What follows belongs to an exercise in optimizing a design on an open flow for small area, a short achievable clock period and few clock cycles per item; a production flow would make more cautious choices. RTL that was checked went through simulation tests only; none was proved equivalent to the original. Only the layout flow was run in runs 1 and 3; the RTL was not checked for function there.

==> flow/design.v (outline; a module is shown in full before it is edited, if it fits) <==
// module gemv_dot_pipe: 2652 lines
// module gemv_stream_engine: 121 lines
module gemv_stream_engine
#(
  parameter int unsigned SZ     = gemv_pkg::SZ_DEF,
  parameter int unsigned DW     = gemv_pkg::DW_DEF,
  parameter int unsigned N_ROWS = gemv_pkg::N_ROWS_DEF,
  parameter int unsigned AW     = gemv_pkg::gemv_aw(SZ, DW),
  localparam int unsigned IW    = (N_ROWS > 1) ? $clog2(N_ROWS) : 1
) (
  input  logic             clk,
  input  logic             rst_n,
  input  logic             start_i,
  input  logic             accum_i,
  input  logic [SZ*DW-1:0] w_i,
  input  logic             a_valid_i,
  output logic             a_ready_o,
  input  logic [SZ*DW-1:0] a_row_i,
  output logic             o_valid_o,
  input  logic             o_ready_i,
  output logic [DW-1:0]    o_data_o,
  output logic [IW-1:0]    o_idx_o,
  output logic             busy_o,
  output logic             done_o,
  output logic             ovf_o
);
  // ...
==> flow/run.sh <==
#!/bin/bash
# synth_recipe.tcl (not shown) runs the flow's synth.tcl, then flattens the netlist and writes it again
# the make line also repeats each setting of config.mk as NAME=value (left out here)
make -C /OpenROAD-flow-scripts/flow DESIGN_CONFIG=/design/flow/config.mk WORK_HOME=/design/flow/orfs CLKGATE_MAP_FILE= SYNTH_SCRIPT=/design/flow/synth_recipe.tcl finish
==> flow/config.mk <==
export PLATFORM = sky130hd
export DESIGN_NAME = gemv_stream_engine
export DESIGN_NICKNAME = gemv_stream_engine
export VERILOG_FILES = /design/flow/design.v
export SDC_FILE = /design/flow/constraint.sdc
export NUM_CORES = 4
export LEC_CHECK = 0
export ABC_AREA = 1
export CAP_MARGIN = 20
export CORE_MARGIN = 2
export CORE_UTILIZATION = 40
export SLEW_MARGIN = 20
==> flow/constraint.sdc <==
create_clock -name core_clock -period 9.0 [get_ports {clk}]
set_input_delay 1.8000 -clock core_clock [delete_from_list [all_inputs] [get_ports {clk}]]
set_output_delay 1.8000 -clock core_clock [all_outputs]
set_load 0.01 [all_outputs]
==> Flow_metrics.wiki, run 1 <==
{| class="wikitable"
! Metric !! Value
|-
| Status || complete, no violations
|-
| Cell count after placement || 3713
|-
| Flip-flop count of the largest register after layout || 48
|-
| Net count of the mapped netlist || 3405
|-
| Placeable core area || between 60000 and 70000 µm²
|-
| Critical path class || reg -> out
|-
| Drt pass-1 iters || 5
|-
| End point of the critical path || ovf_o
|-
| Seq_cells || 198
|-
| Hold Vio Cnt, Final || 0
|-
| Number of buffers created by CTS || 17
|-
| Starting density of the core || 0.405
|-
| Area share of the largest cell type after synthesis || 0.306
|-
| Simple-gate share of the synthesized area || 0.112
|-
| Required time reported for the critical path endpoint || 7.20 ns
|-
| Number of setup violations in the final report || 0
|-
| Endpoint class of the critical path || output pin
|-
| Worst Setup Slack post-DPL || 1.82 ns
|-
| Cell count along the critical path || 23
|-
| Synth Area in Compound Gates || 0.111
|-
| Prevailing post-synth register cell || edfxtp_1
|-
| Full die area || 67500 µm²
|-
| Average instance area after synthesis || 9.20 µm²
|-
| Mux share of post-synthesis cell area || 0
|-
| Well tap count || 855
|-
| Number of non-clock buffers || 158
|-
| Register bit count reported by yosys || 198
|-
| Final global-route overflow total || 0
|-
| Worst-margin pin slew || 1.14 ns
|-
| Multi-input combinational cell area || between 15000 and 20000 µm²
|-
| Number of antenna violations at the first check in global routing || 0
|}
==> module gemv_stream_engine, before the edit <==
module gemv_stream_engine
#(
  parameter int unsigned SZ     = gemv_pkg::SZ_DEF,
  parameter int unsigned DW     = gemv_pkg::DW_DEF,
  parameter int unsigned N_ROWS = gemv_pkg::N_ROWS_DEF,
  parameter int unsigned AW     = gemv_pkg::gemv_aw(SZ, DW),
  localparam int unsigned IW    = (N_ROWS > 1) ? $clog2(N_ROWS) : 1
) (
  input  logic             clk,
  input  logic             rst_n,
  input  logic             start_i,
  input  logic             accum_i,
  input  logic [SZ*DW-1:0] w_i,
  input  logic             a_valid_i,
  output logic             a_ready_o,
  input  logic [SZ*DW-1:0] a_row_i,
  output logic             o_valid_o,
  input  logic             o_ready_i,
  output logic [DW-1:0]    o_data_o,
  output logic [IW-1:0]    o_idx_o,
  output logic             busy_o,
  output logic             done_o,
  output logic             ovf_o
);
  localparam int unsigned CW = $clog2(N_ROWS) + 1;
  logic             busy_q;
  logic [CW-1:0]    in_cnt_q;      
  logic             pend_q;        
  logic             accum_q;
  logic             ovf_q;
  logic             vld_m_q;       
  logic             vld_a_q;
  logic             vld_b_q;
  logic [SZ*DW-1:0] w_q;
  logic [AW-1:0]    mid_s_q;
  logic [AW-1:0]    mid_c_q;
  logic [AW-1:0]    acc_a_q;
  logic [AW-1:0]    acc_b_q;
  logic             start_c;
  logic             accept_c;
  logic             out_hs_c;
  logic             last_c;
  logic [AW-1:0]    acc_add_c;
  logic [AW-1:0]    s_c;
  logic [AW-1:0]    c_c;
  logic [AW-1:0]    v_c;
  logic signed [63:0] res_wide_c;
  logic signed [63:0] sat_c;
  logic             clamp_c;
  assign start_c   = start_i && !busy_q;
  assign out_hs_c  = pend_q && o_ready_i;
  assign a_ready_o = busy_q && (in_cnt_q != CW'(N_ROWS)) && (!pend_q || o_ready_i);
  assign accept_c  = a_valid_i && a_ready_o;
  assign last_c    = out_hs_c && (in_cnt_q == CW'(N_ROWS));
  assign acc_add_c = (accum_q && vld_b_q) ? acc_b_q : '0;
  gemv_dot_pipe u_dot (
    .w_i       (w_q),
    .row_i     (a_row_i),
    .acc_add_i (acc_add_c),
    .s_o       (s_c),
    .c_o       (c_c)
  );
  assign v_c        = mid_s_q + mid_c_q;
  assign res_wide_c = 64'($signed(v_c));
  assign sat_c      = gemv_pkg::sat_to_dw(res_wide_c, DW);
  assign clamp_c    = (sat_c != res_wide_c);
  assign busy_o    = busy_q;
  assign o_valid_o = pend_q;
  assign o_data_o  = DW'(sat_c);
  assign o_idx_o   = IW'(in_cnt_q - CW'(1));
  assign done_o    = last_c;
  assign ovf_o     = ovf_q || (pend_q && clamp_c);
  always_ff @(posedge clk or negedge rst_n) begin
    if (!rst_n) begin
      busy_q   <= 1'b0;
      in_cnt_q <= '0;
      pend_q   <= 1'b0;
      accum_q  <= 1'b0;
      ovf_q    <= 1'b0;
      vld_m_q  <= 1'b0;
      vld_a_q  <= 1'b0;
      vld_b_q  <= 1'b0;
    end else begin
      if (start_c) begin
        busy_q   <= 1'b1;
        in_cnt_q <= '0;
        accum_q  <= accum_i;
        ovf_q    <= 1'b0;
      end else begin
        if (last_c) begin
          busy_q <= 1'b0;
        end
        if (accept_c) begin
          in_cnt_q <= in_cnt_q + CW'(1);
        end
        if (out_hs_c && clamp_c) begin
          ovf_q <= 1'b1;
        end
      end
      if (accept_c) begin
        pend_q  <= 1'b1;
        vld_m_q <= 1'b1;
        vld_a_q <= vld_m_q;
        vld_b_q <= vld_a_q;
      end else if (out_hs_c) begin
        pend_q <= 1'b0;
      end
    end
  end
  always_ff @(posedge clk) begin
    if (start_c) begin
      w_q <= w_i;
    end
    if (accept_c) begin
      mid_s_q <= s_c;
      mid_c_q <= c_c;
      acc_a_q <= v_c;
      acc_b_q <= acc_a_q;
    end
  end
endmodule
==> run 2: changes to the inputs <==
--- a/flow/design.v
+++ b/flow/design.v
@@ -1,18 +1,13 @@
 package gemv_pkg;
   localparam int unsigned SZ_DEF     = 3;
   localparam int unsigned DW_DEF     = 16;
   localparam int unsigned N_ROWS_DEF = 3;
-  typedef enum logic [1:0] {
-    IDLE  = 2'd0,
-    RUN   = 2'd1,
-    DRAIN = 2'd2,
-    DONE  = 2'd3
-  } state_t;
+  localparam int unsigned MID_W      = 70;
   function automatic integer gemv_aw(input integer sz, input integer dw);
     gemv_aw = 2 * dw + $clog2(sz) + 1;
   endfunction
   function automatic logic signed [63:0] sat_to_dw(input logic signed [63:0] v,
                                                    input integer              dw);
     logic signed [63:0] hi;
     logic signed [63:0] lo;
     hi = (64'sd1 <<< (dw - 1)) - 64'sd1;
@@ -25,18 +20,17 @@
       sat_to_dw = v;
     end
   endfunction
 endpackage
 module gemv_dot_pipe (
   input  logic [47:0] w_i,
   input  logic [47:0] row_i,
   input  logic [34:0] acc_add_i,
-  output logic [34:0] s_o,
-  output logic [34:0] c_o
+  output logic [69:0] cs_o
 );
   logic one_0_0;
   logic two_0_0;
   logic neg_0_0;
   logic pp_0_0_0;
   logic pp_0_0_1;
   logic pp_0_0_2;
   logic pp_0_0_3;
@@ -2670,18 +2664,96 @@
   assign c834 = (c708 & s771) | (c770 & (c708 ^ s771));
   assign s835 = acc_add_i[31] ^ c710 ^ c772;
   assign c836 = (acc_add_i[31] & c710) | (c772 & (acc_add_i[31] ^ c710));
   assign s837 = 1'b1 ^ acc_add_i[32];
   assign c838 = 1'b1 & acc_add_i[32];
   assign s839 = 1'b1 ^ acc_add_i[33];
   assign c840 = 1'b1 & acc_add_i[33];
   assign s841 = 1'b1 ^ acc_add_i[34];
-  assign s_o = {c840, c838, s837, s835, s833, s831, s829, s827, s825, s823, s821, s819, s817, c814, c812, s811, c808, c806, c804, c802, c800, c798, c796, c794, c792, c790, c788, c786, c784, c782, c780, c778, c776, c774, s711};
-  assign c_o = {s841, s839, c836, c834, c832, c830, c828, c826, c824, c822, c820, c818, c816, s815, s813, c810, s809, s807, s805, s803, s801, s799, s797, s795, s793, s791, s789, s787, s785, s783, s781, s779, s777, s775, s773};
+  assign cs_o[0] = s711;
+  assign cs_o[1] = s773;
+  assign cs_o[2] = c774;
+  assign cs_o[3] = s775;
+  assign cs_o[4] = c776;
+  assign cs_o[5] = s777;
+  assign cs_o[6] = c778;
+  assign cs_o[7] = s779;
+  assign cs_o[8] = c780;
+  assign cs_o[9] = s781;
+  assign cs_o[10] = c782;
+  assign cs_o[11] = s783;
+  assign cs_o[12] = c784;
+  assign cs_o[13] = s785;
+  assign cs_o[14] = c786;
+  assign cs_o[15] = s787;
+  assign cs_o[16] = c788;
+  assign cs_o[17] = s789;
+  assign cs_o[18] = c790;
+  assign cs_o[19] = s791;
+  assign cs_o[20] = c792;
+  assign cs_o[21] = s793;
+  assign cs_o[22] = c794;
+  assign cs_o[23] = s795;
+  assign cs_o[24] = c796;
+  assign cs_o[25] = s797;
+  assign cs_o[26] = c798;
+  assign cs_o[27] = s799;
+  assign cs_o[28] = c800;
+  assign cs_o[29] = s801;
+  assign cs_o[30] = c802;
+  assign cs_o[31] = s803;
+  assign cs_o[32] = c804;
+  assign cs_o[33] = s805;
+  assign cs_o[34] = c806;
+  assign cs_o[35] = s807;
+  assign cs_o[36] = c808;
+  assign cs_o[37] = s809;
+  assign cs_o[38] = s811;
+  assign cs_o[39] = c810;
+  assign cs_o[40] = c812;
+  assign cs_o[41] = s813;
+  assign cs_o[42] = c814;
+  assign cs_o[43] = s815;
+  assign cs_o[44] = s817;
+  assign cs_o[45] = c816;
+  assign cs_o[46] = s819;
+  assign cs_o[47] = c818;
+  assign cs_o[48] = s821;
+  assign cs_o[49] = c820;
+  assign cs_o[50] = s823;
+  assign cs_o[51] = c822;
+  assign cs_o[52] = s825;
+  assign cs_o[53] = c824;
+  assign cs_o[54] = s827;
+  assign cs_o[55] = c826;
+  assign cs_o[56] = s829;
+  assign cs_o[57] = c828;
+  assign cs_o[58] = s831;
+  assign cs_o[59] = c830;
+  assign cs_o[60] = s833;
+  assign cs_o[61] = c832;
+  assign cs_o[62] = s835;
+  assign cs_o[63] = c834;
+  assign cs_o[64] = s837;
+  assign cs_o[65] = c836;
+  assign cs_o[66] = c838;
+  assign cs_o[67] = s839;
+  assign cs_o[68] = c840;
+  assign cs_o[69] = s841;
+endmodule
+module gemv_dot_fin (
+  input  logic [69:0] cs_i,
+  output logic [34:0] v_o
+);
+  logic [34:0] row0;
+  logic [34:0] row1;
+  assign row0 = {cs_i[68], cs_i[66], cs_i[64], cs_i[62], cs_i[60], cs_i[58], cs_i[56], cs_i[54], cs_i[52], cs_i[50], cs_i[48], cs_i[46], cs_i[44], cs_i[42], cs_i[40], cs_i[38], cs_i[36], cs_i[34], cs_i[32], cs_i[30], cs_i[28], cs_i[26], cs_i[24], cs_i[22], cs_i[20], cs_i[18], cs_i[16], cs_i[14], cs_i[12], cs_i[10], cs_i[8], cs_i[6], cs_i[4], cs_i[2], cs_i[0]};
+  assign row1 = {cs_i[69], cs_i[67], cs_i[65], cs_i[63], cs_i[61], cs_i[59], cs_i[57], cs_i[55], cs_i[53], cs_i[51], cs_i[49], cs_i[47], cs_i[45], cs_i[43], cs_i[41], cs_i[39], cs_i[37], cs_i[35], cs_i[33], cs_i[31], cs_i[29], cs_i[27], cs_i[25], cs_i[23], cs_i[21], cs_i[19], cs_i[17], cs_i[15], cs_i[13], cs_i[11], cs_i[9], cs_i[7], cs_i[5], cs_i[3], cs_i[1]};
+  assign v_o = row0 + row1;
 endmodule
 module gemv_stream_engine
 #(
   parameter int unsigned SZ     = gemv_pkg::SZ_DEF,
   parameter int unsigned DW     = gemv_pkg::DW_DEF,
   parameter int unsigned N_ROWS = gemv_pkg::N_ROWS_DEF,
   parameter int unsigned AW     = gemv_pkg::gemv_aw(SZ, DW),
   localparam int unsigned IW    = (N_ROWS > 1) ? $clog2(N_ROWS) : 1
@@ -2707,45 +2779,45 @@
   logic [CW-1:0]    in_cnt_q;      
   logic             pend_q;        
   logic             accum_q;
   logic             ovf_q;
   logic             vld_m_q;       
   logic             vld_a_q;
   logic             vld_b_q;
   logic [SZ*DW-1:0] w_q;
-  logic [AW-1:0]    mid_s_q;
-  logic [AW-1:0]    mid_c_q;
+  logic [gemv_pkg::MID_W-1:0] mid_q;
   logic [AW-1:0]    acc_a_q;
   logic [AW-1:0]    acc_b_q;
   logic             start_c;
   logic             accept_c;
   logic             out_hs_c;
   logic             last_c;
   logic [AW-1:0]    acc_add_c;
-  logic [AW-1:0]    s_c;
-  logic [AW-1:0]    c_c;
+  logic [gemv_pkg::MID_W-1:0] cs_c;
   logic [AW-1:0]    v_c;
   logic signed [63:0] res_wide_c;
   logic signed [63:0] sat_c;
   logic             clamp_c;
   assign start_c   = start_i && !busy_q;
   assign out_hs_c  = pend_q && o_ready_i;
   assign a_ready_o = busy_q && (in_cnt_q != CW'(N_ROWS)) && (!pend_q || o_ready_i);
   assign accept_c  = a_valid_i && a_ready_o;
   assign last_c    = out_hs_c && (in_cnt_q == CW'(N_ROWS));
   assign acc_add_c = (accum_q && vld_b_q) ? acc_b_q : '0;
   gemv_dot_pipe u_dot (
     .w_i       (w_q),
     .row_i     (a_row_i),
     .acc_add_i (acc_add_c),
-    .s_o       (s_c),
-    .c_o       (c_c)
+    .cs_o      (cs_c)
+  );
+  gemv_dot_fin u_fin (
+    .cs_i (mid_q),
+    .v_o  (v_c)
   );
-  assign v_c        = mid_s_q + mid_c_q;
   assign res_wide_c = 64'($signed(v_c));
   assign sat_c      = gemv_pkg::sat_to_dw(res_wide_c, DW);
   assign clamp_c    = (sat_c != res_wide_c);
   assign busy_o    = busy_q;
   assign o_valid_o = pend_q;
   assign o_data_o  = DW'(sat_c);
   assign o_idx_o   = IW'(in_cnt_q - CW'(1));
   assign done_o    = last_c;
@@ -2787,15 +2859,14 @@
       end
     end
   end
   always_ff @(posedge clk) begin
     if (start_c) begin
       w_q <= w_i;
     end
     if (accept_c) begin
-      mid_s_q <= s_c;
-      mid_c_q <= c_c;
+      mid_q   <= cs_c;
       acc_a_q <= v_c;
       acc_b_q <= acc_a_q;
     end
   end
 endmodule
==> flow/flow/run.sh (new file) <==
#!/bin/bash
# The standard layout with two changes:
#  - the port buffers are buf_4 cells instead of the buffer_ports default (a
#    slow delay cell that the resizer cannot swap out);
#  - after the standard synthesis, inverter pairs around full adders are
#    removed by flipping the adders' polarity (flow/invpush.py); registers
#    and everything else are left as the standard synthesis made them.
set -euo pipefail
export BUFFER_PORTS_ARGS="-buffer_cell sky130_fd_sc_hd__buf_4"
bash standard.sh synth > standard_synth.log 2>&1
NET=orfs/results/sky130hd/gemv_stream_engine/base/1_2_yosys.v
cp $NET yosys_netlist_orig.v
python3 flow/invpush.py yosys_netlist_orig.v $NET > invpush.log 2>&1
bash standard.sh finish > standard_finish.log 2>&1
==> flow/flow/invpush.py (new file) <==
#!/usr/bin/env python3
"""Remove inverters around full adders in a flat Yosys netlist.

A full adder is self-dual: FA(~a, ~b, ~c) = (~cout, ~sum). Flipping the
polarity of a full adder therefore lets it absorb inverters on its inputs and
on the loads of its outputs, at the price of new inverters where a signal of
the other polarity is not already at hand. Flips that lower the number of
inverters are applied greedily until none is left. Registers are untouched.

usage: invpush.py IN.v OUT.v
"""
import re, sys
from collections import defaultdict

src = open(sys.argv[1]).read()
m = re.search(r'^module .*?;\n', src, re.M | re.S)
head_end = m.end()
endm = src.rindex('endmodule')
body = src[head_end:endm]

cell_re = re.compile(r'^  (sky130_fd_sc_hd__\w+) (\\\S+ |\S+) \((.*?)\n  \);\n', re.M | re.S)
pin_re = re.compile(r'\.(\w+)\(((?:\\\S+ )|[^()]*)\)')

cells = {}      # name -> [type, {pin: net}]
order = []
first = None
other = []      # non-cell text chunks, kept in place before the cells
pos = 0
for cm in cell_re.finditer(body):
    if first is None:
        first = cm.start()
    typ, name, pins = cm.group(1), cm.group(2), cm.group(3)
    conns = {}
    for p, n in pin_re.findall(pins):
        conns[p] = n.strip()
    cells[name] = [typ, conns]
    order.append(name)
    assert first == cm.start() or not body[pos:cm.start()].strip(), body[pos:cm.start()][:200]
    pos = cm.end()
pre = body[:first]
post = body[pos:]
assert not cell_re.search(post)
assert 'assign' not in pre + post, 'assign statements not handled'

ports = set()
for pm in re.finditer(r'^\s*(input|output|inout)\s+(\[(\d+):(\d+)\]\s+)?(\S+);', pre, re.M):
    nm = pm.group(5)
    if pm.group(2):
        hi, lo = int(pm.group(3)), int(pm.group(4))
        for b in range(min(hi, lo), max(hi, lo) + 1):
            ports.add(f'{nm}[{b}]')
    ports.add(nm)

OUTP = {'X', 'Y', 'Q', 'Q_N', 'SUM', 'COUT', 'HI', 'LO'}


def is_inv(t):
    return re.match(r'sky130_fd_sc_hd__(clk)?inv_\d+$', t) is not None


def is_fa(t):
    return re.match(r'sky130_fd_sc_hd__fa_\d+$', t) is not None


drv = {}
loads = defaultdict(list)


def index():
    drv.clear()
    loads.clear()
    for name, (typ, conns) in cells.items():
        for p, n in conns.items():
            if p in OUTP:
                drv[n] = (name, p)
            else:
                loads[n].append((name, p))


def inv_of(n):
    """An existing inverter whose input is net n."""
    for c, p in loads[n]:
        if is_inv(cells[c][0]):
            return c
    return None


def removable_inv_load(c, o):
    typ, conns = cells[c]
    return is_inv(typ) and conns['Y'] not in ports


def delta(f):
    typ, conns = cells[f]
    d = 0
    for p in ('A', 'B', 'CIN'):
        n = conns[p]
        if n in drv and is_inv(cells[drv[n][0]][0]):
            if n not in ports and len(loads[n]) == 1:
                d -= 1
        elif not inv_of(n):
            d += 1
    for p in ('SUM', 'COUT'):
        o = conns[p]
        ld = loads[o]
        invs = [c for c, _ in ld if removable_inv_load(c, o)]
        d -= len(invs)
        if len(ld) > len(invs) or o in ports:
            d += 1
    return d


uid = [0]
new_wires = []


def fresh():
    uid[0] += 1
    n = f'_ip{uid[0]}_'
    new_wires.append(n)
    return n


def add_inv(a, y):
    uid[0] += 1
    name = f'_ipinv{uid[0]}_'
    cells[name] = ['sky130_fd_sc_hd__inv_1', {'A': a, 'Y': y}]
    order.append(name)
    return name


def rename_net(old, new):
    for c, p in list(loads[old]):
        cells[c][1][p] = new


def flip(f):
    typ, conns = cells[f]
    for p in ('A', 'B', 'CIN'):
        n = conns[p]
        if n in drv and is_inv(cells[drv[n][0]][0]):
            i = drv[n][0]
            conns[p] = cells[i][1]['A']
            if n not in ports and len(loads[n]) == 1:
                del cells[i]
                order.remove(i)
        else:
            j = inv_of(n)
            if j:
                conns[p] = cells[j][1]['Y']
            else:
                y = fresh()
                add_inv(n, y)
                conns[p] = y
        index()
    for p in ('SUM', 'COUT'):
        o = conns[p]
        ld = list(loads[o])
        onew = fresh()
        conns[p] = onew
        rest = False
        for c, q in ld:
            if removable_inv_load(c, o):
                t = cells[c][1]['Y']
                del cells[c]
                order.remove(c)
                index()
                rename_net(t, onew)
            else:
                rest = True
        if rest or o in ports:
            add_inv(onew, o)
        index()


index()
n0 = sum(1 for t, _ in cells.values() if is_inv(t))
changed = True
while changed:
    changed = False
    for f in list(order):
        if f in cells and is_fa(cells[f][0]) and delta(f) < 0:
            flip(f)
            changed = True
n1 = sum(1 for t, _ in cells.values() if is_inv(t))
print(f'invpush: inverters {n0} -> {n1}', file=sys.stderr)

out = [src[:head_end], pre]
for w in new_wires:
    out.append(f'  wire {w};\n')
for name in order:
    typ, conns = cells[name]
    pins = ',\n'.join(f'    .{p}({n if not n.startswith(chr(92)) else n + " "})' for p, n in conns.items())
    out.append(f'  {typ} {name} (\n{pins}\n  );\n')
out.append(post)
out.append(src[endm:])
open(sys.argv[2], 'w').write(''.join(out))
==> flow/standard.sh (new file) <==
#!/bin/bash
# synth_recipe.tcl (not shown) runs the flow's synth.tcl, then flattens the netlist and writes it again
# the make line also repeats each setting of config.mk as NAME=value (left out here)
make -C /OpenROAD-flow-scripts/flow DESIGN_CONFIG=/design/flow/config.mk WORK_HOME=/design/flow/orfs CLKGATE_MAP_FILE= SYNTH_SCRIPT=/design/flow/synth_recipe.tcl "${@:-finish}"
--- a/flow/config.mk
+++ b/flow/config.mk
@@ -4,9 +4,10 @@
 export VERILOG_FILES = /design/flow/design.v
 export SDC_FILE = /design/flow/constraint.sdc
 export NUM_CORES = 4
 export LEC_CHECK = 0
 export ABC_AREA = 1
 export CAP_MARGIN = 20
 export CORE_MARGIN = 2
 export CORE_UTILIZATION = 40
+export SETUP_SLACK_MARGIN = 2.5
 export SLEW_MARGIN = 20
removed: flow/run.sh
==> run 2 against run 1 <==
Synthesized cell count is 3.8% lower; die area is 1.6% lower; largest cell class unchanged; clock-buffer cell count is 1 higher; routed wire length is 1.6% lower; register-to-register slack worse by 0.03 ns; via count is 2.0% lower; critical path depth is 10 lower.
==> Flow_metrics.wiki, run 2 <==
{| class="wikitable"
! Metric !! Value
|-
| Critical path class || reg -> reg
|-
| Hold WC Path Type || reg -> reg
|-
| Chip width || 258 µm
|-
| Hold worst-path end || acc_b_q[17]$_DFFE_PP_
|-
| H-tree levels || 4
|-
| Syn Inst Count || 2738
|-
| First-pass GRT wire length || 139000 µm
|-
| Count of nets left with antenna violations after detail routing || 0
|-
| Routed Wire Length || 92300 µm
|-
| Vias in the first global route || ~21000
|-
| Number of post-CTS setup repair buffers || 0
|-
| Count of final max-slew check failures || 0
|-
| Starting density of the core || 0.402 (-0.00365)
|-
| Worst-margin pin slew || 1.02 ns (-0.123 ns)
|-
| Layout Utilization || 0.437
|-
| F_max || 159 MHz
|-
| RSZ-0062 raised after global routing || no
|-
| Ports || 125
|-
| Number of cells on the worst reg-to-reg path || 13
|-
| Worst setup SP type || flip-flop
|-
| Number of setup violations in the final report || 0 (unchanged)
|-
| Maximum number of buffers from clock root to sink || 2
|-
| Drt drc || 0
|-
| Total Negative Setup Slacks || 0 ns
|-
| Slowest stage cell, crit path || clkinv_1
|-
| Crit path max fanout || 15
|-
| Most frequent cells in the layout || 430 x nand2_1, 400 x fa_1, 382 x inv_1
|-
| Status || complete, no violations
|-
| Layout Skew || between 0.02 and 0.03 ns
|-
| Clock input transition at the sequential cells of the worst setup and hold paths || 0.10 ns
|-
| Final critical-path share of the clock period || 0.698
|-
| Final HPWL from detailed placement || 75800 µm
|-
| Final global-route overflow total || 0 (unchanged)
|-
| Root Driver || clkbuf_16
|-
| Flip-flop count of the largest register after layout || 70 (+46%)
|-
| Final antenna diode count || 0
|-
| Worst endpoint data arrival time || roughly 6.5 ns
|-
| Number of antenna violations at the first check in global routing || 0 (unchanged)
|-
| Most flop-heavy register || mid_q
|-
| Most common library cell in the layout ignoring fill and taps || nand2_1
|-
| Via Count || 20200
|-
| Warnings from Yosys || 1
|-
| Hold Vio Cnt, Final || 0 (unchanged)
|-
| Largest registers || mid_q: 70 flops, w_q: 48 flops
|-
| Top cell by count, worst path || fa_1
|-
| Number of buffers created by CTS || 17 (unchanged)
|-
| # Max-Cap Violations || 0
|-
| Beginning of the worst register-to-register path || w_q[3]$_DFFE_PP_
|-
| Largest stage delay, worst path || about 0.80 ns
|-
| Largest net degree at the start of global routing || 77
|-
| Average instance area after synthesis || 9.41 µm² (+2.3%)
|-
| Clock period minus final worst setup slack || 6.28 ns
|-
| Routability Congestion || a little over 1
|-
| Normalized max-slew margin || 0.322
|-
| Depth of the worst hold-timing path || 0
|-
| Clock insertion delay at the later pin of the skew report || 0.50 ns
|-
| Routed length per instance || approximately 25 µm
|-
| R2R Setup Slk || 2.72 ns
|-
| Area growth, synth to finish || 8.86%
|-
| Minimum hold slack || 0.414 ns
|-
| R2R Path End || mid_q[37]$_DFFE_PP_
|-
| Drt pass-1 iters || 7 (+2)
|-
| Full die area || 66400 µm² (-1.6%)
|-
| Cell area reported after detailed placement || 27400 µm²
|-
| Required time reported for the critical path endpoint || 9.26 ns (+2.06 ns)
|-
| Port-buffer cells || about 120
|-
| Number of gates resized after cts || 0
|-
| Ratio of routed vias to standard cells || 5.56
|-
| Origin of the worst min-delay path || acc_a_q[17]$_DFFE_PP_
|-
| Endpoint class of the critical path || flip-flop
|-
| Final std cell area, no fill || between 20000 and 30000 µm²
|-
| Placeable core area || 64100 µm² (-0.72%)
|-
| Floorplan die height || between 200 and 300 µm
|-
| Crit path cell chain || clkinv_1, o21ai_1, buf_4, o22ai_1, xor2_1, fa_1, fa_1, fa_1, fa_1, fa_1, fa_1, fa_1, inv_1
|-
| Final #Nets || 3323
|-
| Count of hold-fix buffers inserted at cts || 0
|-
| Post-synthesis cell area || between 20000 and 30000 µm²
|-
| Std-Cell Rows || 93
|-
| TritonCTS Sinks || 198
|-
| TritonCTS clock tree || built
|-
| Combined global-route utilization of all metal layers || 0.283
|-
| Fraction of layout instances using a drive strength above 1 || 0.0943
|-
| 1st-iter DRT viols || between 1500 and 2000
|-
| Net count of the mapped netlist || 3296 (-3.2%)
|}
-- run 2: layout make-up --
cell class,instances,area (µm²)
clock buffers,18,429
clock inverters,14,176
fillers,6189,36100
inverters,410,1540
multi-input cells,1983,17800
flip-flops and latches,198,5900
well taps,855,1070
repair buffers,155,1160
-- run 2: metal layers --
layer | wire length [µm] | track usage
met5 | 0 | 0
met4 | 2470 | 0.0747
met3 | 7570 | 0.0610
met2 | 41000 | 0.435
met1 | 41200 | 0.407
-- run 2: how the worst max path moves through the flow --
stage / from / end / slack (ns) / depth (start not counted)
floorplan: a_row_i[4] / mid_q[37]$_DFFE_PP_ / 2.82 / 12
global placement: a_row_i[31] / mid_q[37]$_DFFE_PP_ / 2.36 / 12
global route: w_q[3]$_DFFE_PP_ / mid_q[37]$_DFFE_PP_ / 2.55 / 13
CTS: mid_q[1]$_DFFE_PP_ / ovf_o / 2.57 / 22
detailed placement: a_row_i[31] / mid_q[37]$_DFFE_PP_ / 2.36 / 12
finish: w_q[3]$_DFFE_PP_ / mid_q[37]$_DFFE_PP_ / 2.72 / 13
-- run 2: metrics by stage --
step	instances	worst slack, ns
final	3633	2.72
after global routing	3633	2.55
after CTS	3633	2.57
after detailed placement	3601	2.36
after global placement	3601	2.36
after floorplan	2738	2.82
-- run 2: worst max-delay path: cells and delay by family, from the launching register on --
kind | cells | cell delay [ns]
AO/OA/AOI/OAI | 2 | 0.44
flip-flops | 1 | 0.79
buffers and inverters | 3 | 1.12
XOR/XNOR | 1 | 0.20
adder cells (fa/ha/maj) | 7 | 3.48
Testbench counts of run 2, summed over its fixed seeds: cycles 16,000, items 9,600.
==> run 3: changes to the inputs <==
--- a/flow/design.v
+++ b/flow/design.v
@@ -2744,9 +2744,720 @@
   input  logic [69:0] cs_i,
-  output logic [34:0] v_o
+  output logic [34:0] v_o,
+  output logic [15:0] sat_o,
+  output logic clamp_o
 );
-  logic [34:0] row0;
-  logic [34:0] row1;
-  assign row0 = {cs_i[68], cs_i[66], cs_i[64], cs_i[62], cs_i[60], cs_i[58], cs_i[56], cs_i[54], cs_i[52], cs_i[50], cs_i[48], cs_i[46], cs_i[44], cs_i[42], cs_i[40], cs_i[38], cs_i[36], cs_i[34], cs_i[32], cs_i[30], cs_i[28], cs_i[26], cs_i[24], cs_i[22], cs_i[20], cs_i[18], cs_i[16], cs_i[14], cs_i[12], cs_i[10], cs_i[8], cs_i[6], cs_i[4], cs_i[2], cs_i[0]};
-  assign row1 = {cs_i[69], cs_i[67], cs_i[65], cs_i[63], cs_i[61], cs_i[59], cs_i[57], cs_i[55], cs_i[53], cs_i[51], cs_i[49], cs_i[47], cs_i[45], cs_i[43], cs_i[41], cs_i[39], cs_i[37], cs_i[35], cs_i[33], cs_i[31], cs_i[29], cs_i[27], cs_i[25], cs_i[23], cs_i[21], cs_i[19], cs_i[17], cs_i[15], cs_i[13], cs_i[11], cs_i[9], cs_i[7], cs_i[5], cs_i[3], cs_i[1]};
-  assign v_o = row0 + row1;
+  logic h0;
+  logic g0;
+  logic t0;
+  logic h1;
+  logic g1;
+  logic t1;
+  logic h2;
+  logic g2;
+  logic t2;
+  logic h3;
+  logic g3;
+  logic t3;
+  logic h4;
+  logic g4;
+  logic t4;
+  logic h5;
+  logic g5;
+  logic t5;
+  logic h6;
+  logic g6;
+  logic t6;
+  logic h7;
+  logic g7;
+  logic t7;
+  logic h8;
+  logic g8;
+  logic t8;
+  logic h9;
+  logic g9;
+  logic t9;
+  logic h10;
+  logic g10;
+  logic t10;
+  logic h11;
+  logic g11;
+  logic t11;
+  logic h12;
+  logic g12;
+  logic t12;
+  logic h13;
+  logic g13;
+  logic t13;
+  logic h14;
+  logic g14;
+  logic t14;
+  logic h15;
+  logic g15;
+  logic t15;
+  logic h16;
+  logic g16;
+  logic t16;
+  logic h17;
+  logic g17;
+  logic t17;
+  logic h18;
+  logic g18;
+  logic t18;
+  logic h19;
+  logic g19;
+  logic t19;
+  logic h20;
+  logic g20;
+  logic t20;
+  logic h21;
+  logic g21;
+  logic t21;
+  logic h22;
+  logic g22;
+  logic t22;
+  logic h23;
+  logic g23;
+  logic t23;
+  logic h24;
+  logic g24;
+  logic t24;
+  logic h25;
+  logic g25;
+  logic t25;
+  logic h26;
+  logic g26;
+  logic t26;
+  logic h27;
+  logic g27;
+  logic t27;
+  logic h28;
+  logic g28;
+  logic t28;
+  logic h29;
+  logic g29;
+  logic t29;
+  logic h30;
+  logic g30;
+  logic t30;
+  logic h31;
+  logic g31;
+  logic t31;
+  logic h32;
+  logic g32;
+  logic t32;
+  logic h33;
+  logic g33;
+  logic t33;
+  logic h34;
+  logic g34;
+  logic t34;
+  logic G0_1;
+  logic P0_1;
+  logic G0_2;
+  logic P0_2;
+  logic G2_3;
+  logic P2_3;
+  logic G0_3;
+  logic P0_3;
+  logic G0_4;
+  logic P0_4;
+  logic G4_5;
+  logic P4_5;
+  logic G0_5;
+  logic P0_5;
+  logic G4_6;
+  logic P4_6;
+  logic G0_6;
+  logic P0_6;
+  logic G6_7;
+  logic P6_7;
+  logic G4_7;
+  logic P4_7;
+  logic G0_7;
+  logic P0_7;
+  logic G0_8;
+  logic P0_8;
+  logic G8_9;
+  logic P8_9;
+  logic G0_9;
+  logic P0_9;
+  logic G8_10;
+  logic P8_10;
+  logic G0_10;
+  logic P0_10;
+  logic G10_11;
+  logic P10_11;
+  logic G8_11;
+  logic P8_11;
+  logic G0_11;
+  logic P0_11;
+  logic G8_12;
+  logic P8_12;
+  logic G0_12;
+  logic P0_12;
+  logic G12_13;
+  logic P12_13;
+  logic G8_13;
+  logic P8_13;
+  logic G0_13;
+  logic P0_13;
+  logic G12_14;
+  logic P12_14;
+  logic G8_14;
+  logic P8_14;
+  logic G0_14;
+  logic P0_14;
+  logic G14_15;
+  logic P14_15;
+  logic G12_15;
+  logic P12_15;
+  logic G8_15;
+  logic P8_15;
+  logic G0_15;
+  logic P0_15;
+  logic G16_17;
+  logic P16_17;
+  logic G18_19;
+  logic P18_19;
+  logic G16_19;
+  logic P16_19;
+  logic G20_21;
+  logic P20_21;
+  logic G22_23;
+  logic P22_23;
+  logic G20_23;
+  logic P20_23;
+  logic G16_23;
+  logic P16_23;
+  logic G24_25;
+  logic P24_25;
+  logic G26_27;
+  logic P26_27;
+  logic G24_27;
+  logic P24_27;
+  logic G28_29;
+  logic P28_29;
+  logic G30_31;
+  logic P30_31;
+  logic G28_31;
+  logic P28_31;
+  logic G24_31;
+  logic P24_31;
+  logic G16_31;
+  logic P16_31;
+  logic G0_31;
+  logic P0_31;
+  logic G32_33;
+  logic P32_33;
+  logic G0_33;
+  logic P0_33;
+  logic [15:0] lo;
+  logic sgn;
+  logic all1;
+  logic all0;
+  logic bg1_1;
+  logic bp1_1;
+  logic bg3_1;
+  logic bp3_1;
+  logic bg5_1;
+  logic bp5_1;
+  logic bg7_1;
+  logic bp7_1;
+  logic bg9_1;
+  logic bp9_1;
+  logic bg11_1;
+  logic bp11_1;
+  logic bg13_1;
+  logic bp13_1;
+  logic bg15_1;
+  logic bp15_1;
+  logic bg17_1;
+  logic bp17_1;
+  logic bg19_1;
+  logic bp19_1;
+  logic bg21_1;
+  logic bp21_1;
+  logic bg23_1;
+  logic bp23_1;
+  logic bg25_1;
+  logic bp25_1;
+  logic bg27_1;
+  logic bp27_1;
+  logic bg29_1;
+  logic bp29_1;
+  logic bg31_1;
+  logic bp31_1;
+  logic bg33_1;
+  logic bp33_1;
+  logic bg3_2;
+  logic bp3_2;
+  logic bg7_2;
+  logic bp7_2;
+  logic bg11_2;
+  logic bp11_2;
+  logic bg15_2;
+  logic bp15_2;
+  logic bg19_2;
+  logic bp19_2;
+  logic bg23_2;
+  logic bp23_2;
+  logic bg27_2;
+  logic bp27_2;
+  logic bg31_2;
+  logic bp31_2;
+  logic bg7_3;
+  logic bp7_3;
+  logic bg15_3;
+  logic bp15_3;
+  logic bg23_3;
+  logic bp23_3;
+  logic bg31_3;
+  logic bp31_3;
+  logic bg15_4;
+  logic bp15_4;
+  logic bg31_4;
+  logic bp31_4;
+  logic bg31_5;
+  logic bp31_5;
+  logic bg23_9;
+  logic bp23_9;
+  logic bg11_10;
+  logic bp11_10;
+  logic bg19_10;
+  logic bp19_10;
+  logic bg27_10;
+  logic bp27_10;
+  logic bg5_11;
+  logic bp5_11;
+  logic bg9_11;
+  logic bp9_11;
+  logic bg13_11;
+  logic bp13_11;
+  logic bg17_11;
+  logic bp17_11;
+  logic bg21_11;
+  logic bp21_11;
+  logic bg25_11;
+  logic bp25_11;
+  logic bg29_11;
+  logic bp29_11;
+  logic bg33_11;
+  logic bp33_11;
+  logic bg2_12;
+  logic bp2_12;
+  logic bg4_12;
+  logic bp4_12;
+  logic bg6_12;
+  logic bp6_12;
+  logic bg8_12;
+  logic bp8_12;
+  logic bg10_12;
+  logic bp10_12;
+  logic bg12_12;
+  logic bp12_12;
+  logic bg14_12;
+  logic bp14_12;
+  logic bg16_12;
+  logic bp16_12;
+  logic bg18_12;
+  logic bp18_12;
+  logic bg20_12;
+  logic bp20_12;
+  logic bg22_12;
+  logic bp22_12;
+  logic bg24_12;
+  logic bp24_12;
+  logic bg26_12;
+  logic bp26_12;
+  logic bg28_12;
+  logic bp28_12;
+  logic bg30_12;
+  logic bp30_12;
+  logic bg32_12;
+  logic bp32_12;
+  logic bg34_12;
+  logic bp34_12;
+  assign h0 = cs_i[0] ^ cs_i[1];
+  assign g0 = cs_i[0] & cs_i[1];
+  assign t0 = cs_i[0] | cs_i[1];
+  assign h1 = cs_i[2] ^ cs_i[3];
+  assign g1 = cs_i[2] & cs_i[3];
+  assign t1 = cs_i[2] | cs_i[3];
+  assign h2 = cs_i[4] ^ cs_i[5];
+  assign g2 = cs_i[4] & cs_i[5];
+  assign t2 = cs_i[4] | cs_i[5];
+  assign h3 = cs_i[6] ^ cs_i[7];
+  assign g3 = cs_i[6] & cs_i[7];
+  assign t3 = cs_i[6] | cs_i[7];
+  assign h4 = cs_i[8] ^ cs_i[9];
+  assign g4 = cs_i[8] & cs_i[9];
+  assign t4 = cs_i[8] | cs_i[9];
+  assign h5 = cs_i[10] ^ cs_i[11];
+  assign g5 = cs_i[10] & cs_i[11];
+  assign t5 = cs_i[10] | cs_i[11];
+  assign h6 = cs_i[12] ^ cs_i[13];
+  assign g6 = cs_i[12] & cs_i[13];
+  assign t6 = cs_i[12] | cs_i[13];
+  assign h7 = cs_i[14] ^ cs_i[15];
+  assign g7 = cs_i[14] & cs_i[15];
+  assign t7 = cs_i[14] | cs_i[15];
+  assign h8 = cs_i[16] ^ cs_i[17];
+  assign g8 = cs_i[16] & cs_i[17];
+  assign t8 = cs_i[16] | cs_i[17];
+  assign h9 = cs_i[18] ^ cs_i[19];
+  assign g9 = cs_i[18] & cs_i[19];
+  assign t9 = cs_i[18] | cs_i[19];
+  assign h10 = cs_i[20] ^ cs_i[21];
+  assign g10 = cs_i[20] & cs_i[21];
+  assign t10 = cs_i[20] | cs_i[21];
+  assign h11 = cs_i[22] ^ cs_i[23];
+  assign g11 = cs_i[22] & cs_i[23];
+  assign t11 = cs_i[22] | cs_i[23];
+  assign h12 = cs_i[24] ^ cs_i[25];
+  assign g12 = cs_i[24] & cs_i[25];
+  assign t12 = cs_i[24] | cs_i[25];
+  assign h13 = cs_i[26] ^ cs_i[27];
+  assign g13 = cs_i[26] & cs_i[27];
+  assign t13 = cs_i[26] | cs_i[27];
+  assign h14 = cs_i[28] ^ cs_i[29];
+  assign g14 = cs_i[28] & cs_i[29];
+  assign t14 = cs_i[28] | cs_i[29];
+  assign h15 = cs_i[30] ^ cs_i[31];
+  assign g15 = cs_i[30] & cs_i[31];
+  assign t15 = cs_i[30] | cs_i[31];
+  assign h16 = cs_i[32] ^ cs_i[33];
+  assign g16 = cs_i[32] & cs_i[33];
+  assign t16 = cs_i[32] | cs_i[33];
+  assign h17 = cs_i[34] ^ cs_i[35];
+  assign g17 = cs_i[34] & cs_i[35];
+  assign t17 = cs_i[34] | cs_i[35];
+  assign h18 = cs_i[36] ^ cs_i[37];
+  assign g18 = cs_i[36] & cs_i[37];
+  assign t18 = cs_i[36] | cs_i[37];
+  assign h19 = cs_i[38] ^ cs_i[39];
+  assign g19 = cs_i[38] & cs_i[39];
+  assign t19 = cs_i[38] | cs_i[39];
+  assign h20 = cs_i[40] ^ cs_i[41];
+  assign g20 = cs_i[40] & cs_i[41];
+  assign t20 = cs_i[40] | cs_i[41];
+  assign h21 = cs_i[42] ^ cs_i[43];
+  assign g21 = cs_i[42] & cs_i[43];
+  assign t21 = cs_i[42] | cs_i[43];
+  assign h22 = cs_i[44] ^ cs_i[45];
+  assign g22 = cs_i[44] & cs_i[45];
+  assign t22 = cs_i[44] | cs_i[45];
+  assign h23 = cs_i[46] ^ cs_i[47];
+  assign g23 = cs_i[46] & cs_i[47];
+  assign t23 = cs_i[46] | cs_i[47];
+  assign h24 = cs_i[48] ^ cs_i[49];
+  assign g24 = cs_i[48] & cs_i[49];
+  assign t24 = cs_i[48] | cs_i[49];
+  assign h25 = cs_i[50] ^ cs_i[51];
+  assign g25 = cs_i[50] & cs_i[51];
+  assign t25 = cs_i[50] | cs_i[51];
+  assign h26 = cs_i[52] ^ cs_i[53];
+  assign g26 = cs_i[52] & cs_i[53];
+  assign t26 = cs_i[52] | cs_i[53];
+  assign h27 = cs_i[54] ^ cs_i[55];
+  assign g27 = cs_i[54] & cs_i[55];
+  assign t27 = cs_i[54] | cs_i[55];
+  assign h28 = cs_i[56] ^ cs_i[57];
+  assign g28 = cs_i[56] & cs_i[57];
+  assign t28 = cs_i[56] | cs_i[57];
+  assign h29 = cs_i[58] ^ cs_i[59];
+  assign g29 = cs_i[58] & cs_i[59];
+  assign t29 = cs_i[58] | cs_i[59];
+  assign h30 = cs_i[60] ^ cs_i[61];
+  assign g30 = cs_i[60] & cs_i[61];
+  assign t30 = cs_i[60] | cs_i[61];
+  assign h31 = cs_i[62] ^ cs_i[63];
+  assign g31 = cs_i[62] & cs_i[63];
+  assign t31 = cs_i[62] | cs_i[63];
+  assign h32 = cs_i[64] ^ cs_i[65];
+  assign g32 = cs_i[64] & cs_i[65];
+  assign t32 = cs_i[64] | cs_i[65];
+  assign h33 = cs_i[66] ^ cs_i[67];
+  assign g33 = cs_i[66] & cs_i[67];
+  assign t33 = cs_i[66] | cs_i[67];
+  assign h34 = cs_i[68] ^ cs_i[69];
+  assign g34 = cs_i[68] & cs_i[69];
+  assign t34 = cs_i[68] | cs_i[69];
+  assign G0_1 = g1 | (t1 & g0);
+  assign P0_1 = t1 & t0;
+  assign G0_2 = g2 | (t2 & G0_1);
+  assign P0_2 = t2 & P0_1;
+  assign G2_3 = g3 | (t3 & g2);
+  assign P2_3 = t3 & t2;
+  assign G0_3 = G2_3 | (P2_3 & G0_1);
+  assign P0_3 = P2_3 & P0_1;
+  assign G0_4 = g4 | (t4 & G0_3);
+  assign P0_4 = t4 & P0_3;
+  assign G4_5 = g5 | (t5 & g4);
+  assign P4_5 = t5 & t4;
+  assign G0_5 = G4_5 | (P4_5 & G0_3);
+  assign P0_5 = P4_5 & P0_3;
+  assign G4_6 = g6 | (t6 & G4_5);
+  assign P4_6 = t6 & P4_5;
+  assign G0_6 = G4_6 | (P4_6 & G0_3);
+  assign P0_6 = P4_6 & P0_3;
+  assign G6_7 = g7 | (t7 & g6);
+  assign P6_7 = t7 & t6;
+  assign G4_7 = G6_7 | (P6_7 & G4_5);
+  assign P4_7 = P6_7 & P4_5;
+  assign G0_7 = G4_7 | (P4_7 & G0_3);
+  assign P0_7 = P4_7 & P0_3;
+  assign G0_8 = g8 | (t8 & G0_7);
+  assign P0_8 = t8 & P0_7;
+  assign G8_9 = g9 | (t9 & g8);
+  assign P8_9 = t9 & t8;
+  assign G0_9 = G8_9 | (P8_9 & G0_7);
+  assign P0_9 = P8_9 & P0_7;
+  assign G8_10 = g10 | (t10 & G8_9);
+  assign P8_10 = t10 & P8_9;
+  assign G0_10 = G8_10 | (P8_10 & G0_7);
+  assign P0_10 = P8_10 & P0_7;
+  assign G10_11 = g11 | (t11 & g10);
+  assign P10_11 = t11 & t10;
+  assign G8_11 = G10_11 | (P10_11 & G8_9);
+  assign P8_11 = P10_11 & P8_9;
+  assign G0_11 = G8_11 | (P8_11 & G0_7);
+  assign P0_11 = P8_11 & P0_7;
+  assign G8_12 = g12 | (t12 & G8_11);
+  assign P8_12 = t12 & P8_11;
+  assign G0_12 = G8_12 | (P8_12 & G0_7);
+  assign P0_12 = P8_12 & P0_7;
+  assign G12_13 = g13 | (t13 & g12);
+  assign P12_13 = t13 & t12;
+  assign G8_13 = G12_13 | (P12_13 & G8_11);
+  assign P8_13 = P12_13 & P8_11;
+  assign G0_13 = G8_13 | (P8_13 & G0_7);
+  assign P0_13 = P8_13 & P0_7;
+  assign G12_14 = g14 | (t14 & G12_13);
+  assign P12_14 = t14 & P12_13;
+  assign G8_14 = G12_14 | (P12_14 & G8_11);
+  assign P8_14 = P12_14 & P8_11;
+  assign G0_14 = G8_14 | (P8_14 & G0_7);
+  assign P0_14 = P8_14 & P0_7;
+  assign G14_15 = g15 | (t15 & g14);
+  assign P14_15 = t15 & t14;
+  assign G12_15 = G14_15 | (P14_15 & G12_13);
+  assign P12_15 = P14_15 & P12_13;
+  assign G8_15 = G12_15 | (P12_15 & G8_11);
+  assign P8_15 = P12_15 & P8_11;
+  assign G0_15 = G8_15 | (P8_15 & G0_7);
+  assign P0_15 = P8_15 & P0_7;
+  assign G16_17 = g17 | (t17 & g16);
+  assign P16_17 = t17 & t16;
+  assign G18_19 = g19 | (t19 & g18);
+  assign P18_19 = t19 & t18;
+  assign G16_19 = G18_19 | (P18_19 & G16_17);
+  assign P16_19 = P18_19 & P16_17;
+  assign G20_21 = g21 | (t21 & g20);
+  assign P20_21 = t21 & t20;
+  assign G22_23 = g23 | (t23 & g22);
+  assign P22_23 = t23 & t22;
+  assign G20_23 = G22_23 | (P22_23 & G20_21);
+  assign P20_23 = P22_23 & P20_21;
+  assign G16_23 = G20_23 | (P20_23 & G16_19);
+  assign P16_23 = P20_23 & P16_19;
+  assign G24_25 = g25 | (t25 & g24);
+  assign P24_25 = t25 & t24;
+  assign G26_27 = g27 | (t27 & g26);
+  assign P26_27 = t27 & t26;
+  assign G24_27 = G26_27 | (P26_27 & G24_25);
+  assign P24_27 = P26_27 & P24_25;
+  assign G28_29 = g29 | (t29 & g28);
+  assign P28_29 = t29 & t28;
+  assign G30_31 = g31 | (t31 & g30);
+  assign P30_31 = t31 & t30;
+  assign G28_31 = G30_31 | (P30_31 & G28_29);
+  assign P28_31 = P30_31 & P28_29;
+  assign G24_31 = G28_31 | (P28_31 & G24_27);
+  assign P24_31 = P28_31 & P24_27;
+  assign G16_31 = G24_31 | (P24_31 & G16_23);
+  assign P16_31 = P24_31 & P16_23;
+  assign G0_31 = G16_31 | (P16_31 & G0_15);
+  assign P0_31 = P16_31 & P0_15;
+  assign G32_33 = g33 | (t33 & g32);
+  assign P32_33 = t33 & t32;
+  assign G0_33 = G32_33 | (P32_33 & G0_31);
+  assign P0_33 = P32_33 & P0_31;
+  assign lo[0] = h0 ^ 1'b0;
+  assign lo[1] = h1 ^ g0;
+  assign lo[2] = h2 ^ G0_1;
+  assign lo[3] = h3 ^ G0_2;
+  assign lo[4] = h4 ^ G0_3;
+  assign lo[5] = h5 ^ G0_4;
+  assign lo[6] = h6 ^ G0_5;
+  assign lo[7] = h7 ^ G0_6;
+  assign lo[8] = h8 ^ G0_7;
+  assign lo[9] = h9 ^ G0_8;
+  assign lo[10] = h10 ^ G0_9;
+  assign lo[11] = h11 ^ G0_10;
+  assign lo[12] = h12 ^ G0_11;
+  assign lo[13] = h13 ^ G0_12;
+  assign lo[14] = h14 ^ G0_13;
+  assign lo[15] = h15 ^ G0_14;
+  assign sgn = h34 ^ G0_33;
+  assign all1 = (G0_14 ^ h15) & (g15 ^ h16) & (g16 ^ h17) & (g17 ^ h18) & (g18 ^ h19) & (g19 ^ h20) & (g20 ^ h21) & (g21 ^ h22) & (g22 ^ h23) & (g23 ^ h24) & (g24 ^ h25) & (g25 ^ h26) & (g26 ^ h27) & (g27 ^ h28) & (g28 ^ h29) & (g29 ^ h30) & (g30 ^ h31) & (g31 ^ h32) & (g32 ^ h33) & (g33 ^ h34);
+  assign all0 = ~(G0_14 ^ h15) & ~(t15 ^ h16) & ~(t16 ^ h17) & ~(t17 ^ h18) & ~(t18 ^ h19) & ~(t19 ^ h20) & ~(t20 ^ h21) & ~(t21 ^ h22) & ~(t22 ^ h23) & ~(t23 ^ h24) & ~(t24 ^ h25) & ~(t25 ^ h26) & ~(t26 ^ h27) & ~(t27 ^ h28) & ~(t28 ^ h29) & ~(t29 ^ h30) & ~(t30 ^ h31) & ~(t31 ^ h32) & ~(t32 ^ h33) & ~(t33 ^ h34);
+  assign clamp_o = ~(all1 | all0);
+  assign sat_o = clamp_o ? {sgn, {15{~sgn}}} : lo;
+  assign bg1_1 = g1 | (t1 & g0);
+  assign bp1_1 = t1 & t0;
+  assign bg3_1 = g3 | (t3 & g2);
+  assign bp3_1 = t3 & t2;
+  assign bg5_1 = g5 | (t5 & g4);
+  assign bp5_1 = t5 & t4;
+  assign bg7_1 = g7 | (t7 & g6);
+  assign bp7_1 = t7 & t6;
+  assign bg9_1 = g9 | (t9 & g8);
+  assign bp9_1 = t9 & t8;
+  assign bg11_1 = g11 | (t11 & g10);
+  assign bp11_1 = t11 & t10;
+  assign bg13_1 = g13 | (t13 & g12);
+  assign bp13_1 = t13 & t12;
+  assign bg15_1 = g15 | (t15 & g14);
+  assign bp15_1 = t15 & t14;
+  assign bg17_1 = g17 | (t17 & g16);
+  assign bp17_1 = t17 & t16;
+  assign bg19_1 = g19 | (t19 & g18);
+  assign bp19_1 = t19 & t18;
+  assign bg21_1 = g21 | (t21 & g20);
+  assign bp21_1 = t21 & t20;
+  assign bg23_1 = g23 | (t23 & g22);
+  assign bp23_1 = t23 & t22;
+  assign bg25_1 = g25 | (t25 & g24);
+  assign bp25_1 = t25 & t24;
+  assign bg27_1 = g27 | (t27 & g26);
+  assign bp27_1 = t27 & t26;
+  assign bg29_1 = g29 | (t29 & g28);
+  assign bp29_1 = t29 & t28;
+  assign bg31_1 = g31 | (t31 & g30);
+  assign bp31_1 = t31 & t30;
+  assign bg33_1 = g33 | (t33 & g32);
+  assign bp33_1 = t33 & t32;
+  assign bg3_2 = bg3_1 | (bp3_1 & bg1_1);
+  assign bp3_2 = bp3_1 & bp1_1;
+  assign bg7_2 = bg7_1 | (bp7_1 & bg5_1);
+  assign bp7_2 = bp7_1 & bp5_1;
+  assign bg11_2 = bg11_1 | (bp11_1 & bg9_1);
+  assign bp11_2 = bp11_1 & bp9_1;
+  assign bg15_2 = bg15_1 | (bp15_1 & bg13_1);
+  assign bp15_2 = bp15_1 & bp13_1;
+  assign bg19_2 = bg19_1 | (bp19_1 & bg17_1);
+  assign bp19_2 = bp19_1 & bp17_1;
+  assign bg23_2 = bg23_1 | (bp23_1 & bg21_1);
+  assign bp23_2 = bp23_1 & bp21_1;
+  assign bg27_2 = bg27_1 | (bp27_1 & bg25_1);
+  assign bp27_2 = bp27_1 & bp25_1;
+  assign bg31_2 = bg31_1 | (bp31_1 & bg29_1);
+  assign bp31_2 = bp31_1 & bp29_1;
+  assign bg7_3 = bg7_2 | (bp7_2 & bg3_2);
+  assign bp7_3 = bp7_2 & bp3_2;
+  assign bg15_3 = bg15_2 | (bp15_2 & bg11_2);
+  assign bp15_3 = bp15_2 & bp11_2;
+  assign bg23_3 = bg23_2 | (bp23_2 & bg19_2);
+  assign bp23_3 = bp23_2 & bp19_2;
+  assign bg31_3 = bg31_2 | (bp31_2 & bg27_2);
+  assign bp31_3 = bp31_2 & bp27_2;
+  assign bg15_4 = bg15_3 | (bp15_3 & bg7_3);
+  assign bp15_4 = bp15_3 & bp7_3;
+  assign bg31_4 = bg31_3 | (bp31_3 & bg23_3);
+  assign bp31_4 = bp31_3 & bp23_3;
+  assign bg31_5 = bg31_4 | (bp31_4 & bg15_4);
+  assign bp31_5 = bp31_4 & bp15_4;
+  assign bg23_9 = bg23_3 | (bp23_3 & bg15_4);
+  assign bp23_9 = bp23_3 & bp15_4;
+  assign bg11_10 = bg11_2 | (bp11_2 & bg7_3);
+  assign bp11_10 = bp11_2 & bp7_3;
+  assign bg19_10 = bg19_2 | (bp19_2 & bg15_4);
+  assign bp19_10 = bp19_2 & bp15_4;
+  assign bg27_10 = bg27_2 | (bp27_2 & bg23_9);
+  assign bp27_10 = bp27_2 & bp23_9;
+  assign bg5_11 = bg5_1 | (bp5_1 & bg3_2);
+  assign bp5_11 = bp5_1 & bp3_2;
+  assign bg9_11 = bg9_1 | (bp9_1 & bg7_3);
+  assign bp9_11 = bp9_1 & bp7_3;
+  assign bg13_11 = bg13_1 | (bp13_1 & bg11_10);
+  assign bp13_11 = bp13_1 & bp11_10;
+  assign bg17_11 = bg17_1 | (bp17_1 & bg15_4);
+  assign bp17_11 = bp17_1 & bp15_4;
+  assign bg21_11 = bg21_1 | (bp21_1 & bg19_10);
+  assign bp21_11 = bp21_1 & bp19_10;
+  assign bg25_11 = bg25_1 | (bp25_1 & bg23_9);
+  assign bp25_11 = bp25_1 & bp23_9;
+  assign bg29_11 = bg29_1 | (bp29_1 & bg27_10);
+  assign bp29_11 = bp29_1 & bp27_10;
+  assign bg33_11 = bg33_1 | (bp33_1 & bg31_5);
+  assign bp33_11 = bp33_1 & bp31_5;
+  assign bg2_12 = g2 | (t2 & bg1_1);
+  assign bp2_12 = t2 & bp1_1;
+  assign bg4_12 = g4 | (t4 & bg3_2);
+  assign bp4_12 = t4 & bp3_2;
+  assign bg6_12 = g6 | (t6 & bg5_11);
+  assign bp6_12 = t6 & bp5_11;
+  assign bg8_12 = g8 | (t8 & bg7_3);
+  assign bp8_12 = t8 & bp7_3;
+  assign bg10_12 = g10 | (t10 & bg9_11);
+  assign bp10_12 = t10 & bp9_11;
+  assign bg12_12 = g12 | (t12 & bg11_10);
+  assign bp12_12 = t12 & bp11_10;
+  assign bg14_12 = g14 | (t14 & bg13_11);
+  assign bp14_12 = t14 & bp13_11;
+  assign bg16_12 = g16 | (t16 & bg15_4);
+  assign bp16_12 = t16 & bp15_4;
+  assign bg18_12 = g18 | (t18 & bg17_11);
+  assign bp18_12 = t18 & bp17_11;
+  assign bg20_12 = g20 | (t20 & bg19_10);
+  assign bp20_12 = t20 & bp19_10;
+  assign bg22_12 = g22 | (t22 & bg21_11);
+  assign bp22_12 = t22 & bp21_11;
+  assign bg24_12 = g24 | (t24 & bg23_9);
+  assign bp24_12 = t24 & bp23_9;
+  assign bg26_12 = g26 | (t26 & bg25_11);
+  assign bp26_12 = t26 & bp25_11;
+  assign bg28_12 = g28 | (t28 & bg27_10);
+  assign bp28_12 = t28 & bp27_10;
+  assign bg30_12 = g30 | (t30 & bg29_11);
+  assign bp30_12 = t30 & bp29_11;
+  assign bg32_12 = g32 | (t32 & bg31_5);
+  assign bp32_12 = t32 & bp31_5;
+  assign bg34_12 = g34 | (t34 & bg33_11);
+  assign bp34_12 = t34 & bp33_11;
+  assign v_o[0] = h0;
+  assign v_o[1] = h1 ^ g0;
+  assign v_o[2] = h2 ^ bg1_1;
+  assign v_o[3] = h3 ^ bg2_12;
+  assign v_o[4] = h4 ^ bg3_2;
+  assign v_o[5] = h5 ^ bg4_12;
+  assign v_o[6] = h6 ^ bg5_11;
+  assign v_o[7] = h7 ^ bg6_12;
+  assign v_o[8] = h8 ^ bg7_3;
+  assign v_o[9] = h9 ^ bg8_12;
+  assign v_o[10] = h10 ^ bg9_11;
+  assign v_o[11] = h11 ^ bg10_12;
+  assign v_o[12] = h12 ^ bg11_10;
+  assign v_o[13] = h13 ^ bg12_12;
+  assign v_o[14] = h14 ^ bg13_11;
+  assign v_o[15] = h15 ^ bg14_12;
+  assign v_o[16] = h16 ^ bg15_4;
+  assign v_o[17] = h17 ^ bg16_12;
+  assign v_o[18] = h18 ^ bg17_11;
+  assign v_o[19] = h19 ^ bg18_12;
+  assign v_o[20] = h20 ^ bg19_10;
+  assign v_o[21] = h21 ^ bg20_12;
+  assign v_o[22] = h22 ^ bg21_11;
+  assign v_o[23] = h23 ^ bg22_12;
+  assign v_o[24] = h24 ^ bg23_9;
+  assign v_o[25] = h25 ^ bg24_12;
+  assign v_o[26] = h26 ^ bg25_11;
+  assign v_o[27] = h27 ^ bg26_12;
+  assign v_o[28] = h28 ^ bg27_10;
+  assign v_o[29] = h29 ^ bg28_12;
+  assign v_o[30] = h30 ^ bg29_11;
+  assign v_o[31] = h31 ^ bg30_12;
+  assign v_o[32] = h32 ^ bg31_5;
+  assign v_o[33] = h33 ^ bg32_12;
+  assign v_o[34] = h34 ^ bg33_11;
 endmodule
@@ -2796,4 +3507,3 @@
   logic [AW-1:0]    v_c;
-  logic signed [63:0] res_wide_c;
-  logic signed [63:0] sat_c;
+  logic [DW-1:0]    sat_c;
   logic             clamp_c;
@@ -2812,11 +3522,10 @@
   gemv_dot_fin u_fin (
-    .cs_i (mid_q),
-    .v_o  (v_c)
+    .cs_i    (mid_q),
+    .v_o     (v_c),
+    .sat_o   (sat_c),
+    .clamp_o (clamp_c)
   );
-  assign res_wide_c = 64'($signed(v_c));
-  assign sat_c      = gemv_pkg::sat_to_dw(res_wide_c, DW);
-  assign clamp_c    = (sat_c != res_wide_c);
   assign busy_o    = busy_q;
   assign o_valid_o = pend_q;
-  assign o_data_o  = DW'(sat_c);
+  assign o_data_o  = sat_c;
   assign o_idx_o   = IW'(in_cnt_q - CW'(1));
--- a/flow/config.mk
+++ b/flow/config.mk
@@ -11,3 +11,3 @@
 export CORE_UTILIZATION = 40
-export SETUP_SLACK_MARGIN = 2.5
+export SETUP_SLACK_MARGIN = 3.0
 export SLEW_MARGIN = 20
==> run 3 against run 2 <==
Still clean on timing, DRC and antenna; synthesized cell count down 9.5%; via count is 5.5% lower; routed wire length is 5.4% lower; utilization is 1.0 points higher; first-iteration DRC count rose by 18%.
==> Flow_metrics.wiki, run 3 <==
{| class="wikitable"
! Metric !! Value
|-
| Status || complete, no violations
|-
| Most frequent cells in the layout || 423 x fa_1, 396 x xor2_1, 315 x o22ai_1
|-
| Largest stage delay, worst path || 0.55 ns (-0.25 ns)
|-
| Final std cell area, no fill || 28200 µm² (+0.56%)
|-
| Starting density of the core || 0.404 (+0.00237)
|-
| Count of hold-fix buffers inserted at cts || 0 (unchanged)
|-
| F_max || 168 MHz (+5.7%)
|-
| Ports || 125 (unchanged)
|-
| Drt drc || 0 (unchanged)
|-
| Worst setup SP type || input port
|-
| Layout Utilization || 0.448 (+0.0105)
|-
| Clock period minus final worst setup slack || 5.94 ns (-0.340 ns)
|-
| Final global-route overflow total || 0 (unchanged)
|-
| Critical path class || in -> reg
|-
| Hold WC Path Type || reg -> reg
|-
| Depth of the worst hold-timing path || 0 (unchanged)
|-
| TritonCTS clock tree || built
|-
| Via Count || 19100 (-5.5%)
|-
| Endpoint class of the critical path || flip-flop
|-
| Drt pass-1 iters || 8 (+1)
|-
| Layout Skew || 0.0166 ns (-0.00957 ns)
|-
| Maximum number of buffers from clock root to sink || 2 (unchanged)
|-
| Average instance area after synthesis || 10.3 µm² (+9.2%)
|-
| Fraction of layout instances using a drive strength above 1 || 0.134 (+0.0400)
|-
| Clock input transition at the sequential cells of the worst setup and hold paths || 0.08 ns (-0.02 ns)
|-
| Largest net degree at the start of global routing || 77 (unchanged)
|-
| Total Negative Setup Slacks || 0 ns (unchanged)
|-
| Hold Vio Cnt, Final || 0 (unchanged)
|-
| Origin of the worst min-delay path || acc_a_q[30]$_DFFE_PP_
|-
| Count of final max-slew check failures || 0 (unchanged)
|-
| Final critical-path share of the clock period || 0.660 (-0.0377)
|-
| Port-buffer cells || 124 (unchanged)
|-
| H-tree levels || 4 (unchanged)
|-
| Std-Cell Rows || 92 (-1.1%)
|-
| Clock insertion delay at the later pin of the skew report || 0.51 ns (about the same)
|-
| 1st-iter DRT viols || 2094 (+18%)
|-
| Normalized max-slew margin || 0.337 (+0.0147)
|-
| # Max-Cap Violations || 0 (unchanged)
|-
| Number of setup violations in the final report || 0 (unchanged)
|-
| Required time reported for the critical path endpoint || 9.26 ns (about the same)
|-
| Routability Congestion || 0.970 (-4.2%)
|-
| R2R Setup Slk || 3.12 ns (+0.40 ns)
|-
| Syn Inst Count || 2477 (-9.5%)
|-
| TritonCTS Sinks || 198 (unchanged)
|-
| Number of buffers created by CTS || 17 (unchanged)
|-
| Beginning of the worst register-to-register path || w_q[13]$_DFFE_PP_
|-
| Floorplan die height || 256 µm (-0.60%)
|-
| Worst Setup Slack post-DPL || 2.26 ns (-0.0926 ns)
|-
| Count of nets left with antenna violations after detail routing || 0 (unchanged)
|-
| Largest registers || mid_q: 70 flops, w_q: 48 flops
|-
| Cell area reported after detailed placement || 27000 µm² (-1.6%)
|-
| Final non-filler cell total || 3414 (-6.0%)
|-
| Top cell by count, worst path || fa_1
|-
| Routed length per instance || 25.6 µm (+0.68%)
|-
| Full die area || 65600 µm² (-1.2%)
|-
| Final antenna diode count || 0 (unchanged)
|-
| Chip width || 256 µm (-0.60%)
|-
| Net count of the mapped netlist || 3090 (-6.3%)
|-
| First-pass GRT wire length || 128000 µm (-7.8%)
|-
| Most common library cell in the layout ignoring fill and taps || fa_1
|-
| R2R Path End || mid_q[37]$_DFFE_PP_
|-
| Worst endpoint data arrival time || 6.21 ns (-0.33 ns)
|-
| Hold worst-path end || acc_b_q[30]$_DFFE_PP_
|-
| Count of buffer and inverter cells on the critical path || 3 (unchanged)
|}
[run 3: worst max path at each step]
stage / slack (ns) / from / cells past startpoint / to
5_1_grt: 2.97 / a_row_i[6] / 12 / mid_q[37]$_DFFE_PP_
4_1_cts: 3.00 / a_row_i[22] / 12 / mid_q[37]$_DFFE_PP_
3_5_place_dp: 2.26 / a_row_i[31] / 12 / mid_q[37]$_DFFE_PP_
6_report: 3.06 / a_row_i[6] / 12 / mid_q[37]$_DFFE_PP_
2_1_floorplan: 2.98 / a_row_i[17] / 12 / mid_q[37]$_DFFE_PP_
3_3_place_gp: 2.32 / a_row_i[31] / 12 / mid_q[37]$_DFFE_PP_
[run 3: what timing repair did]
item                       4_1_cts  5_1_grt
buffers inserted                 0       56
gates resized for setup         14       30
setup endpoints to repair        4        7
[run 3: routing by layer]
| layer | part of all wire | global-route usage | vias to the layer above | wire [µm] |
|---|---|---|---|---|
| met3 | 0.082 | 0.0478 | 146 | 7180 |
| met5 | 0 | 0 | - | 0 |
| li1 | - | - | 8237 | - |
| met1 | 0.43 | 0.380 | 9708 | 37300 |
| met4 | 0.036 | 0.101 | 0 | 3160 |
| met2 | 0.45 | 0.410 | 979 | 39600 |
[run 3: final cells by class]
cell class,instances,area [µm²],area share
Sequential cell,198,5900,0.209
Tap cell,846,1060,0.0375
Clock buffer,17,425,0.0151
Inverter,348,1440,0.0510
Timing Repair Buffer,205,1570,0.0556
Multi-Input combinational cell,1785,17600,0.626
Clock inverter,15,166,0.00590
[run 3: worst reg2reg max path, cell delays in order (launching register included)]
cell and delay [ns]:
edfxtp_1 0.83, inv_2 0.41, o21ai_1 0.23, buf_4 0.25, o22ai_2 0.11, xor2_1 0.21, fa_1 0.50, fa_1 0.52
fa_1 0.60, fa_1 0.45, fa_1 0.55, fa_1 0.44, fa_1 0.50, inv_1 0.04

-- port drivers added, routing unchanged --
The results above use ideal ports. As a check the final layouts listed here were re-extracted and re-timed, cells and wires unchanged.
Step 1 sets driving cells, clkbuf_16 on the clock port and buf_2 on the other inputs (assumed; they add their load-dependent delay and slew).
Step 2, shift: input delay + t, output delay - t, t = (earliest + latest rising clock arrival at the registers) / 2. This alone moves slack from input paths to output paths.
a / b / c = no drivers / after step 1 / after step 2; a / b = the first two.
run	t, ns	slack for setup (ns)	worst data-port slew with drivers (ns)
run 1	0.548	2.085 / 2.026 / 1.753	0.09
run 2	0.548	2.718 / 2.718 / 2.311	0.08
run 3	0.558	3.057 / 3.077 / 2.519	0.05
After both steps every run listed still meets setup and hold. The setup slack of run 3, which loses most, moves by +0.020 ns with the drivers and by -0.538 ns with both steps.
